Background: an optimization exercise with open tools, aiming at small area and a short achievable clock period. Do not read the settings as production practice.
Only simulation tests tie the RTL to the original design; equivalence was not proved.
Power is estimated from default activity; no workload was simulated.

===== flow/design.v =====
package isa_pkg;
  localparam int XLEN       = 32;
  localparam int REG_ADDR_W = 5;
  localparam int INST_W     = 32;
  localparam int NUM_REGS   = 32;
  localparam int OPC_W      = 7;
  localparam int FUNCT3_W   = 3;
  localparam int FUNCT7_W   = 7;
  localparam int SHAMT_W    = 5;
  typedef logic [INST_W-1:0] inst_t;
  localparam inst_t NOP_INST = 32'h0000_0013;
  localparam logic [OPC_W-1:0] OPC_OP_IMM = 7'b0010011;
  localparam logic [OPC_W-1:0] OPC_OP     = 7'b0110011;
  localparam logic [OPC_W-1:0] OPC_LUI    = 7'b0110111;
  localparam logic [FUNCT3_W-1:0] F3_ADD_SUB = 3'b000;
  localparam logic [FUNCT3_W-1:0] F3_SLL     = 3'b001;
  localparam logic [FUNCT3_W-1:0] F3_SLT     = 3'b010;
  localparam logic [FUNCT3_W-1:0] F3_XOR     = 3'b100;
  localparam logic [FUNCT3_W-1:0] F3_SRL_SRA = 3'b101;
  localparam logic [FUNCT3_W-1:0] F3_OR      = 3'b110;
  localparam logic [FUNCT3_W-1:0] F3_AND     = 3'b111;
  localparam logic [FUNCT7_W-1:0] F7_BASE = 7'b0000000;
  localparam logic [FUNCT7_W-1:0] F7_ALT  = 7'b0100000;
  typedef enum logic [3:0] {
    ALU_ADD, ALU_SUB, ALU_SLL, ALU_SLT, ALU_XOR,
    ALU_SRL, ALU_SRA, ALU_OR, ALU_AND, ALU_PASS_B
  } alu_op_e;
endpackage
package pipe_pkg;
  typedef enum logic [1:0] {
    FWD_NONE,
    FWD_M1,
    FWD_M2,
    FWD_WB
  } fwd_sel_e;
  typedef struct packed {
    logic           valid;
    logic [31:0] inst;
  } ifid_t;
  typedef struct packed {
    logic                             valid;
    logic                             we;
    logic [5-1:0]   rs1;
    logic [5-1:0]   rs2;
    logic                             use_rs1;
    logic                             use_rs2;
    logic [5-1:0]   rd;
    logic [3:0]                 alu_op;
    logic                             imm_sel;
    logic [32-1:0]         imm;
  } dec_t;
  typedef struct packed {
    dec_t                     dec;
    logic [32-1:0] rs1_data;
    logic [32-1:0] rs2_data;
  } idex_t;
  typedef struct packed {
    logic                           valid;
    logic                           we;
    logic [5-1:0] rd;
    logic [32-1:0]       data;
  } wb_t;
  typedef struct packed {
    logic                           valid;
    logic                           we;
    logic [5-1:0] rd;
    logic [32-1:0]       data;
  } retire_t;
endpackage
module pipe_reg #(
  parameter int W = 1
) (
  input  logic         clk_i,
  input  logic         rst_i,
  input  logic [W-1:0] d_i,
  output logic [W-1:0] q_o
);
  always_ff @(posedge clk_i) begin
    if (rst_i) begin
      q_o <= '0;
    end else begin
      q_o <= d_i;
    end
  end
endmodule
import isa_pkg::*;
module decoder (
  input  isa_pkg::inst_t inst_i,
  input  logic           valid_i,
  output pipe_pkg::dec_t dec_o
);
  logic [OPC_W-1:0]      opcode;
  logic [FUNCT3_W-1:0]   funct3;
  logic [FUNCT7_W-1:0]   funct7;
  logic [REG_ADDR_W-1:0] rd;
  logic                  supported;
  assign opcode = inst_i[6:0];
  assign rd     = inst_i[11:7];
  assign funct3 = inst_i[14:12];
  assign funct7 = inst_i[31:25];
  always_comb begin
    dec_o        = '0;
    dec_o.valid  = valid_i;
    dec_o.rs1    = inst_i[19:15];
    dec_o.rs2    = inst_i[24:20];
    dec_o.rd     = rd;
    dec_o.alu_op = ALU_ADD;
    dec_o.imm    = {{(XLEN-12){inst_i[31]}}, inst_i[31:20]};
    supported    = 1'b1;
    case (opcode)
      OPC_OP_IMM: begin
        dec_o.use_rs1 = 1'b1;
        dec_o.imm_sel = 1'b1;
        case (funct3)
          F3_ADD_SUB: dec_o.alu_op = ALU_ADD;
          F3_SLT:     dec_o.alu_op = ALU_SLT;
          F3_XOR:     dec_o.alu_op = ALU_XOR;
          F3_OR:      dec_o.alu_op = ALU_OR;
          F3_AND:     dec_o.alu_op = ALU_AND;
          default:    supported = 1'b0;
        endcase
      end
      OPC_OP: begin
        dec_o.use_rs1 = 1'b1;
        dec_o.use_rs2 = 1'b1;
        case ({funct7, funct3})
          {F7_BASE, F3_ADD_SUB}: dec_o.alu_op = ALU_ADD;
          {F7_ALT, F3_ADD_SUB}:  dec_o.alu_op = ALU_SUB;
          {F7_BASE, F3_SLL}:     dec_o.alu_op = ALU_SLL;
          {F7_BASE, F3_SLT}:     dec_o.alu_op = ALU_SLT;
          {F7_BASE, F3_XOR}:     dec_o.alu_op = ALU_XOR;
          {F7_BASE, F3_SRL_SRA}: dec_o.alu_op = ALU_SRL;
          {F7_ALT, F3_SRL_SRA}:  dec_o.alu_op = ALU_SRA;
          {F7_BASE, F3_OR}:      dec_o.alu_op = ALU_OR;
          {F7_BASE, F3_AND}:     dec_o.alu_op = ALU_AND;
          default:               supported = 1'b0;
        endcase
      end
      OPC_LUI: begin
        dec_o.imm_sel = 1'b1;
        dec_o.imm     = {inst_i[31:12], 12'b0};
        dec_o.alu_op  = ALU_PASS_B;
      end
      default: supported = 1'b0;
    endcase
    if (!supported) begin
      dec_o.use_rs1 = 1'b0;
      dec_o.use_rs2 = 1'b0;
    end
    dec_o.we = valid_i && supported && (rd != '0);
  end
endmodule
import isa_pkg::*;
module gpr (
  input  logic                           clk_i,
  input  logic                           rst_i,
  input  logic [isa_pkg::REG_ADDR_W-1:0] rs1_i,
  input  logic [isa_pkg::REG_ADDR_W-1:0] rs2_i,
  output logic [isa_pkg::XLEN-1:0]       rs1_data_o,
  output logic [isa_pkg::XLEN-1:0]       rs2_data_o,
  input  pipe_pkg::wb_t                  wr_i
);
  logic [XLEN-1:0] regs [1:NUM_REGS-1];
  logic            wr_en;
  assign wr_en = wr_i.valid && wr_i.we && (wr_i.rd != '0);
  always_ff @(posedge clk_i) begin
    if (rst_i) begin
      for (int i = 1; i < NUM_REGS; i++) begin
        regs[i] <= '0;
      end
    end else if (wr_en) begin
      regs[wr_i.rd] <= wr_i.data;
    end
  end
  always_comb begin
    if (rs1_i == 5'd0)                    rs1_data_o = 32'd0;
    else if (wr_en && (wr_i.rd == rs1_i)) rs1_data_o = wr_i.data;
    else                                  rs1_data_o = regs[rs1_i];
    if (rs2_i == 5'd0)                    rs2_data_o = 32'd0;
    else if (wr_en && (wr_i.rd == rs2_i)) rs2_data_o = wr_i.data;
    else                                  rs2_data_o = regs[rs2_i];
  end
endmodule
import isa_pkg::*;
import pipe_pkg::*;
module forward_unit (
  input  pipe_pkg::dec_t     ex_i,
  input  pipe_pkg::wb_t      m1_i,
  input  pipe_pkg::wb_t      m2_i,
  input  pipe_pkg::wb_t      wb_i,
  output pipe_pkg::fwd_sel_e fwd_a_o,
  output pipe_pkg::fwd_sel_e fwd_b_o
);
  logic hit_m1_a, hit_m2_a, hit_wb_a;
  logic hit_m1_b, hit_m2_b, hit_wb_b;
  assign hit_m1_a = m1_i.valid && m1_i.we && (m1_i.rd != 5'd0) && (m1_i.rd == ex_i.rs1);
  assign hit_m2_a = m2_i.valid && m2_i.we && (m2_i.rd != 5'd0) && (m2_i.rd == ex_i.rs1);
  assign hit_wb_a = wb_i.valid && wb_i.we && (wb_i.rd != 5'd0) && (wb_i.rd == ex_i.rs1);
  assign hit_m1_b = m1_i.valid && m1_i.we && (m1_i.rd != 5'd0) && (m1_i.rd == ex_i.rs2);
  assign hit_m2_b = m2_i.valid && m2_i.we && (m2_i.rd != 5'd0) && (m2_i.rd == ex_i.rs2);
  assign hit_wb_b = wb_i.valid && wb_i.we && (wb_i.rd != 5'd0) && (wb_i.rd == ex_i.rs2);
  always_comb begin
    if (!(ex_i.valid && ex_i.use_rs1)) fwd_a_o = FWD_NONE;
    else if (hit_m1_a)                 fwd_a_o = FWD_M1;
    else if (hit_m2_a)                 fwd_a_o = FWD_M2;
    else if (hit_wb_a)                 fwd_a_o = FWD_WB;
    else                               fwd_a_o = FWD_NONE;
    if (!(ex_i.valid && ex_i.use_rs2)) fwd_b_o = FWD_NONE;
    else if (hit_m1_b)                 fwd_b_o = FWD_M1;
    else if (hit_m2_b)                 fwd_b_o = FWD_M2;
    else if (hit_wb_b)                 fwd_b_o = FWD_WB;
    else                               fwd_b_o = FWD_NONE;
  end
endmodule
import isa_pkg::*;
import pipe_pkg::*;
module execute (
  input  pipe_pkg::idex_t    ex_i,
  input  pipe_pkg::fwd_sel_e fwd_a_i,
  input  pipe_pkg::fwd_sel_e fwd_b_i,
  input  pipe_pkg::wb_t      m1_i,
  input  pipe_pkg::wb_t      m2_i,
  input  pipe_pkg::wb_t      wb_i,
  output pipe_pkg::wb_t      res_o
);
  logic [XLEN-1:0]    src_a;
  logic [XLEN-1:0]    src_b;
  logic [XLEN-1:0]    op_b;
  logic [XLEN-1:0]    alu_out;
  logic [SHAMT_W-1:0] shamt;
  always_comb begin
    case (fwd_a_i)
      FWD_M1:  src_a = m1_i.data;
      FWD_M2:  src_a = m2_i.data;
      FWD_WB:  src_a = wb_i.data;
      default: src_a = ex_i.rs1_data;
    endcase
    case (fwd_b_i)
      FWD_M1:  src_b = m1_i.data;
      FWD_M2:  src_b = m2_i.data;
      FWD_WB:  src_b = wb_i.data;
      default: src_b = ex_i.rs2_data;
    endcase
    op_b  = ex_i.dec.imm_sel ? ex_i.dec.imm : src_b;
  end
  assign shamt = op_b[SHAMT_W-1:0];
  always_comb begin
    case (ex_i.dec.alu_op)
      ALU_ADD:    alu_out = src_a + op_b;
      ALU_SUB:    alu_out = src_a - op_b;
      ALU_SLL:    alu_out = src_a << shamt;
      ALU_SLT:    alu_out = {{(XLEN-1){1'b0}}, $signed(src_a) < $signed(op_b)};
      ALU_XOR:    alu_out = src_a ^ op_b;
      ALU_SRL:    alu_out = src_a >> shamt;
      ALU_SRA:    alu_out = $unsigned($signed(src_a) >>> shamt);
      ALU_OR:     alu_out = src_a | op_b;
      ALU_AND:    alu_out = src_a & op_b;
      ALU_PASS_B: alu_out = op_b;
      default:    alu_out = '0;
    endcase
  end
  always_comb begin
    res_o.valid = ex_i.dec.valid;
    res_o.we    = ex_i.dec.we;
    res_o.rd    = ex_i.dec.rd;
    res_o.data  = alu_out;
  end
endmodule
import isa_pkg::*;
import pipe_pkg::*;
module cpu_top (
  input  logic              clk_i,
  input  logic              rst_i,
  input  logic              inst_valid_i,
  input  isa_pkg::inst_t    inst_i,
  output pipe_pkg::retire_t retire_o
);
  pipe_pkg::ifid_t ifid_d;
  pipe_pkg::ifid_t ifid_q;
  pipe_pkg::dec_t dec;
  logic [XLEN-1:0] rs1_data;
  logic [XLEN-1:0] rs2_data;
  pipe_pkg::idex_t idex_d;
  pipe_pkg::idex_t idex_q;
  pipe_pkg::fwd_sel_e fwd_a;
  pipe_pkg::fwd_sel_e fwd_b;
  pipe_pkg::wb_t exm1_d;
  pipe_pkg::wb_t exm1_q;
  pipe_pkg::wb_t m1m2_q;
  pipe_pkg::wb_t m2wb_q;
  assign ifid_d.valid = inst_valid_i;
  assign ifid_d.inst  = inst_valid_i ? inst_i : NOP_INST;
  pipe_reg #(.W($bits(ifid_d))) i_ifid_reg (
    .clk_i(clk_i),
    .rst_i(rst_i),
    .d_i  (ifid_d),
    .q_o  (ifid_q)
  );
  decoder i_decoder (
    .inst_i (ifid_q.inst),
    .valid_i(ifid_q.valid),
    .dec_o  (dec)
  );
  gpr i_gpr (
    .clk_i     (clk_i),
    .rst_i     (rst_i),
    .rs1_i     (dec.rs1),
    .rs2_i     (dec.rs2),
    .rs1_data_o(rs1_data),
    .rs2_data_o(rs2_data),
    .wr_i      (m2wb_q)
  );
  assign idex_d.dec      = dec;
  assign idex_d.rs1_data = rs1_data;
  assign idex_d.rs2_data = rs2_data;
  pipe_reg #(.W($bits(idex_d))) i_idex_reg (
    .clk_i(clk_i),
    .rst_i(rst_i),
    .d_i  (idex_d),
    .q_o  (idex_q)
  );
  forward_unit i_forward_unit (
    .ex_i   (idex_q.dec),
    .m1_i   (exm1_q),
    .m2_i   (m1m2_q),
    .wb_i   (m2wb_q),
    .fwd_a_o(fwd_a),
    .fwd_b_o(fwd_b)
  );
  execute i_execute (
    .ex_i   (idex_q),
    .fwd_a_i(fwd_a),
    .fwd_b_i(fwd_b),
    .m1_i   (exm1_q),
    .m2_i   (m1m2_q),
    .wb_i   (m2wb_q),
    .res_o  (exm1_d)
  );
  pipe_reg #(.W($bits(exm1_d))) i_exm1_reg (
    .clk_i(clk_i),
    .rst_i(rst_i),
    .d_i  (exm1_d),
    .q_o  (exm1_q)
  );
  pipe_reg #(.W($bits(exm1_d))) i_m1m2_reg (
    .clk_i(clk_i),
    .rst_i(rst_i),
    .d_i  (exm1_q),
    .q_o  (m1m2_q)
  );
  pipe_reg #(.W($bits(exm1_d))) i_m2wb_reg (
    .clk_i(clk_i),
    .rst_i(rst_i),
    .d_i  (m1m2_q),
    .q_o  (m2wb_q)
  );
  assign retire_o.valid = m2wb_q.valid;
  assign retire_o.we    = m2wb_q.we;
  assign retire_o.rd    = m2wb_q.rd;
  assign retire_o.data  = m2wb_q.data;
endmodule

===== flow/run.sh =====
#!/bin/bash
# synth_recipe.tcl (not shown) runs the flow's synth.tcl, then flattens the netlist and writes it again
# the make line also repeats each setting of config.mk as NAME=value (left out here)
make -C /OpenROAD-flow-scripts/flow DESIGN_CONFIG=/design/flow/config.mk WORK_HOME=/design/flow/orfs CLKGATE_MAP_FILE= SYNTH_SCRIPT=/design/flow/synth_recipe.tcl finish

===== flow/config.mk =====
export PLATFORM = sky130hd
export DESIGN_NAME = cpu_top
export DESIGN_NICKNAME = cpu_top
export VERILOG_FILES = /design/flow/design.v
export SDC_FILE = /design/flow/constraint.sdc
export NUM_CORES = 4
export LEC_CHECK = 0
export CAP_MARGIN = 20
export CORE_MARGIN = 2
export CORE_UTILIZATION = 40
export SLEW_MARGIN = 20

===== flow/constraint.sdc =====
create_clock -name core_clock -period 7.5 [get_ports {clk_i}]
set_input_delay 1.5000 -clock core_clock [delete_from_list [all_inputs] [get_ports {clk_i}]]
set_output_delay 1.5000 -clock core_clock [all_outputs]
set_load 0.01 [all_outputs]

==> notes.md <==
## worst paths after layout
path | startpoint | to | slack, ns | depth (start not counted)
max reg2reg | i_m2wb_reg.q_o[34] | i_exm1_reg.q_o[0] | 0.39 | 23
max | i_m2wb_reg.q_o[34] | i_exm1_reg.q_o[0] | 0.39 | 23
min reg2reg | i_idex_reg.q_o[105] | i_exm1_reg.q_o[36] | 0.43 | 1
min | i_idex_reg.q_o[105] | i_exm1_reg.q_o[36] | 0.43 | 1
## where the power goes
group          total, mW  internal, mW  leakage (nW)  switching, mW
Combinational       2.59         0.849          13.6           1.75
Sequential          8.24          8.00          12.8          0.245
Clock               6.79          3.80          2.14           3.00
## cells by family after synthesis
group                    Yosys count  synth area share [%]
XOR/XNOR                          57                 0.669
other                              1               0.00502
flip-flops                      1294                  48.4
multiplexers                     804                  15.3
AND/OR/NAND/NOR                 2101                  15.2
AO/OA/AOI/OAI                   1637                  14.7
buffers and inverters            765                  3.95
adder cells (fa/ha/maj)           99                  1.68
## layout make-up
type	instances	area, um2
clock buffers	183	3810
flip-flops and latches	1294	36200
fillers	17200	103000
well taps	2480	3100
inverters	126	473
repair buffers	309	2650
multi-input cells	4730	36000
clock inverters	68	544
diodes	10	25.0
## repair_timing
item                       in CTS  in global routing
resized for setup               0                  3
setup endpoints to repair       0                  2
hold buffers                    0                  0
## synth_stat cells (all sizes together) (159+ instances only)
master  number
a21oi      406
a221oi     159
and2      1009
clkbuf     512
dfxtp      270
edfxtp    1024
mux2i      407
mux4       256
nand2      257
nor2       381
o211ai     162
o21ai      374
## registers in the layout, summed over array words and instances (netlist names)
| register | flops |
|---|---|
| i_m2wb_reg.q_o | 39 |
| i_idex_reg.q_o | 120 |
| i_m1m2_reg.q_o | 39 |
| i_exm1_reg.q_o | 39 |
| i_gpr.regs | 1024 |
| i_ifid_reg.q_o | 33 |
## metrics by stage
stage,std cells,util [%]
6_report,9200,44.6
3_3_place_gp,8937,42.2
2_1_floorplan,6789,-
5_1_grt,9191,44.6
4_1_cts,9188,44.6
3_5_place_dp,8937,42.3
## routing by layer
layer / vias to the layer above / wire, um
li1: 24900 / -
met1: 29400 / 115000
met4: 10 / 18600
met5: - / 77
met3: 876 / 31600
met2: 3616 / 135000
==> notes.md <==
# TYPE chip_impl_metric gauge
chip_impl_info{name="run_status",value="no timing/DRC/antenna violations"} 1
chip_impl_metric{name="cts.clk_slew.worst_paths",unit="ns"} 0.06
chip_impl_metric{name="power.density",unit="nW/um2"} 213
chip_impl_info{name="cp_top_family",value="compound AO/OA/AOI/OAI gates"} 1
chip_impl_metric{name="total_power_consumption",unit="mW"} 17.6
chip_impl_metric{name="yosysWarnings",unit=""} 7
chip_impl_metric{name="ant_nets",unit=""} 0
chip_impl_info{name="tritoncts_clock_tree",value="built"} 1
chip_impl_metric{name="cp_max_fo",unit=""} 15
chip_impl_metric{name="clock_sink_count",unit=""} 1294
chip_impl_metric{name="grt.total_usage",unit="%"} 30.7
chip_impl_metric{name="seq_total_area_yosys",unit="%"} 48.4
chip_impl_info{name="critical_path.endpoint_type",value="register"} 1
chip_impl_metric{name="floorplan.initialDensity",unit="%"} 40.2
chip_impl_metric{name="globalRouteOverflowTotal",unit=""} 0
chip_impl_metric{name="fin_skew",unit="ns"} 0.0407
chip_impl_metric{name="avgRoutedWirePerCell",unit="um"} 32.6
chip_impl_metric{name="drt-pass1-iter-count",unit=""} 8
chip_impl_metric{name="irDropWorstVdd",unit="mV"} 0.227
chip_impl_info{name="cts_root_buffer",value="sky130_fd_sc_hd__clkbuf_16"} 1
chip_impl_metric{name="worst-slew-pin-transition",unit="ns"} 1.31
chip_impl_info{name="ys.flop_type",value="sky130_fd_sc_hd__edfxtp_1"} 1
chip_impl_info{name="crit_path_cell_trace",value="buf_4 -> or3_1 -> o311a_1 -> and2_1 -> o31ai_4 -> buf_4 -> a31oi_2 -> nand2_1 -> ha_1 -> inv_1 -> fa_1 -> nor2b_1 -> o31a_1 -> o22a_1 -> a221o_1 -> a31o_2 -> a221oi_1 -> o31a_1 -> o211ai_1 -> o311ai_1 -> o21ai_0 -> a211o_1 -> a31oi_1"} 1
chip_impl_metric{name="final_max_slew_viol_count",unit=""} 0
chip_impl_metric{name="cp_data_arrival_time",unit="ns"} 7.81
chip_impl_metric{name="drive_above_1_share",unit="%"} 14.5
chip_impl_metric{name="met1_usage",unit="%"} 39.8
chip_impl_info{name="mostFrequentLayoutCell",value="sky130_fd_sc_hd__edfxtp_1"} 1
chip_impl_metric{name="placed_cell_area",unit="um2"} 78300
chip_impl_metric{name="detailroute.via_count",unit=""} 58800
chip_impl_metric{name="setup_tns",unit="ns"} 0
chip_impl_metric{name="async_reset_ff_share",unit="%"} 0
chip_impl_info{name="path_class",value="reg -> reg"} 1
chip_impl_metric{name="clkLatencyLatePin",unit="ns"} 0.80
chip_impl_metric{name="fraction_of_post_synthesis_cell_area_in_the_top_cell_type_by_area",unit="%"} 41.2
chip_impl_info{name="startpoint_kind_of_the_worst_setup_timing_path",value="register"} 1
chip_impl_metric{name="highest_clock_frequency_the_design_can_meet",unit="MHz"} 141
chip_impl_info{name="grt-busiest-layer",value="met2"} 1
chip_impl_metric{name="htree_levels",unit=""} 4
chip_impl_info{name="netlist.top_cell.by_area",value="sky130_fd_sc_hd__edfxtp_1"} 1
chip_impl_metric{name="dp.final_hpwl",unit="mm"} 191
chip_impl_metric{name="number_of_antenna_violations_at_the_first_check_in_global_routing",unit=""} 19
chip_impl_metric{name="gp_congestion",unit=""} 1.01
chip_impl_metric{name="final_net_count",unit=""} 6733
chip_impl_metric{name="die_area",unit="um2"} 190000
chip_impl_metric{name="wl",unit="mm"} 300
chip_impl_metric{name="slew-limit-headroom",unit="%"} 12.4
chip_impl_metric{name="flow.area_growth_from_synthesis",unit="%"} 10.9
chip_impl_info{name="min_path_type",value="reg -> reg"} 1
chip_impl_metric{name="timing.final.setup_violations",unit=""} 0
chip_impl_metric{name="core.rowCount",unit=""} 158
chip_impl_metric{name="hold_slack",unit="ns"} 0.434
chip_impl_metric{name="post_cts_buffers",unit=""} 0
chip_impl_metric{name="use_met2",unit="%"} 47.8
chip_impl_metric{name="top_level_ports",unit=""} 74
chip_impl_metric{name="placement.io_buffers",unit=""} 73
chip_impl_metric{name="maxCapViolations",unit=""} 0
chip_impl_info{name="critPathSlowestCell",value="sky130_fd_sc_hd__a221oi_1"} 1
chip_impl_metric{name="finalCritPeriodShare",unit="%"} 94.8
chip_impl_metric{name="crit_required",unit="ns"} 8.20
chip_impl_info{name="final_cell_mix",value="sky130_fd_sc_hd__edfxtp_1 (1,024), sky130_fd_sc_hd__and2_1 (1,009), sky130_fd_sc_hd__mux2i_1 (407)"} 1
chip_impl_metric{name="power.static_leakage",unit="nW"} 28.5
chip_impl_metric{name="synth.distinct_cells",unit=""} 100
chip_impl_metric{name="worst_path_largest_cell_delay",unit="ns"} 0.60
chip_impl_metric{name="drcViolationCount",unit=""} 0
chip_impl_metric{name="grt_first_pass_wirelength",unit="mm"} 422
chip_impl_metric{name="grt_pass1_vias",unit=""} 57000
chip_impl_metric{name="postLayoutSetupSlackWorst",unit="ns"} 0.388
chip_impl_metric{name="die_w",unit="um"} 436
chip_impl_metric{name="ys_seq_elements",unit=""} 1294
chip_impl_metric{name="cts_buffers",unit=""} 138
chip_impl_metric{name="dp_slack",unit="ns"} 0.257
chip_impl_metric{name="pin_count_of_the_biggest_net_entering_global_routing",unit=""} 140
chip_impl_metric{name="post-route-min-period",unit="ns"} 7.11
chip_impl_metric{name="die_h",unit="um"} 436
chip_impl_metric{name="final_cell_area",unit="um2"} 82800
chip_impl_metric{name="core_area",unit="um2"} 185000
chip_impl_metric{name="timing.final.hold_violations",unit=""} 0
chip_impl_info{name="grt_setup_unrepaired",value="false"} 1
chip_impl_metric{name="worstPathBufferInverterCount",unit=""} 3
chip_impl_metric{name="drt_iter0_markers",unit=""} 7602
chip_impl_metric{name="synth-edff-count",unit=""} 1024
chip_impl_info{name="post_synth_main_area_contributors",value="sky130_fd_sc_hd__edfxtp_1 (41%), sky130_fd_sc_hd__and2_1 (8.4%), sky130_fd_sc_hd__mux4_2 (7.7%)"} 1
chip_impl_metric{name="max-clock-path-buffers",unit=""} 3
chip_impl_metric{name="globalRouteMet3Util",unit="%"} 7.11
chip_impl_metric{name="synth_area_per_cell",unit="um2"} 11.0
chip_impl_metric{name="cell_count_after_synthesis",unit=""} 6758
chip_impl_metric{name="syn_area",unit="um2"} 74600
chip_impl_metric{name="viasPerCell",unit=""} 6.39

-- afterwards: timing with drivers on the ports --
Ports are ideal in the flow. The routed layout listed here was re-timed in OpenROAD. Step 1 (the two cells are an assumption about what drives the block):
set clk [get_ports {clk_i}]
set_driving_cell -lib_cell sky130_fd_sc_hd__clkbuf_16 $clk
set_driving_cell -lib_cell sky130_fd_sc_hd__buf_2 [delete_from_list [all_inputs] $clk]
Step 2 also shifts input and output timing later by t, the mid clock arrival at the registers, as if the neighbouring blocks saw the same clock. Three values: no drivers, after step 1, after step 2; two values: the first two.
t (ns): 0.860
setup WS [ns]: 0.388 / 0.388 / 0.388
clock arrival spread, ns: 0.051 / 0.052
worst register clock-pin slew, ns: 0.07 / 0.07
worst data-port slew with drivers (ns): 0.05
After both steps this run still meets setup and hold. For this run, drivers alone change the setup slack by 0.000 ns; drivers and shift together by 0.000 ns.
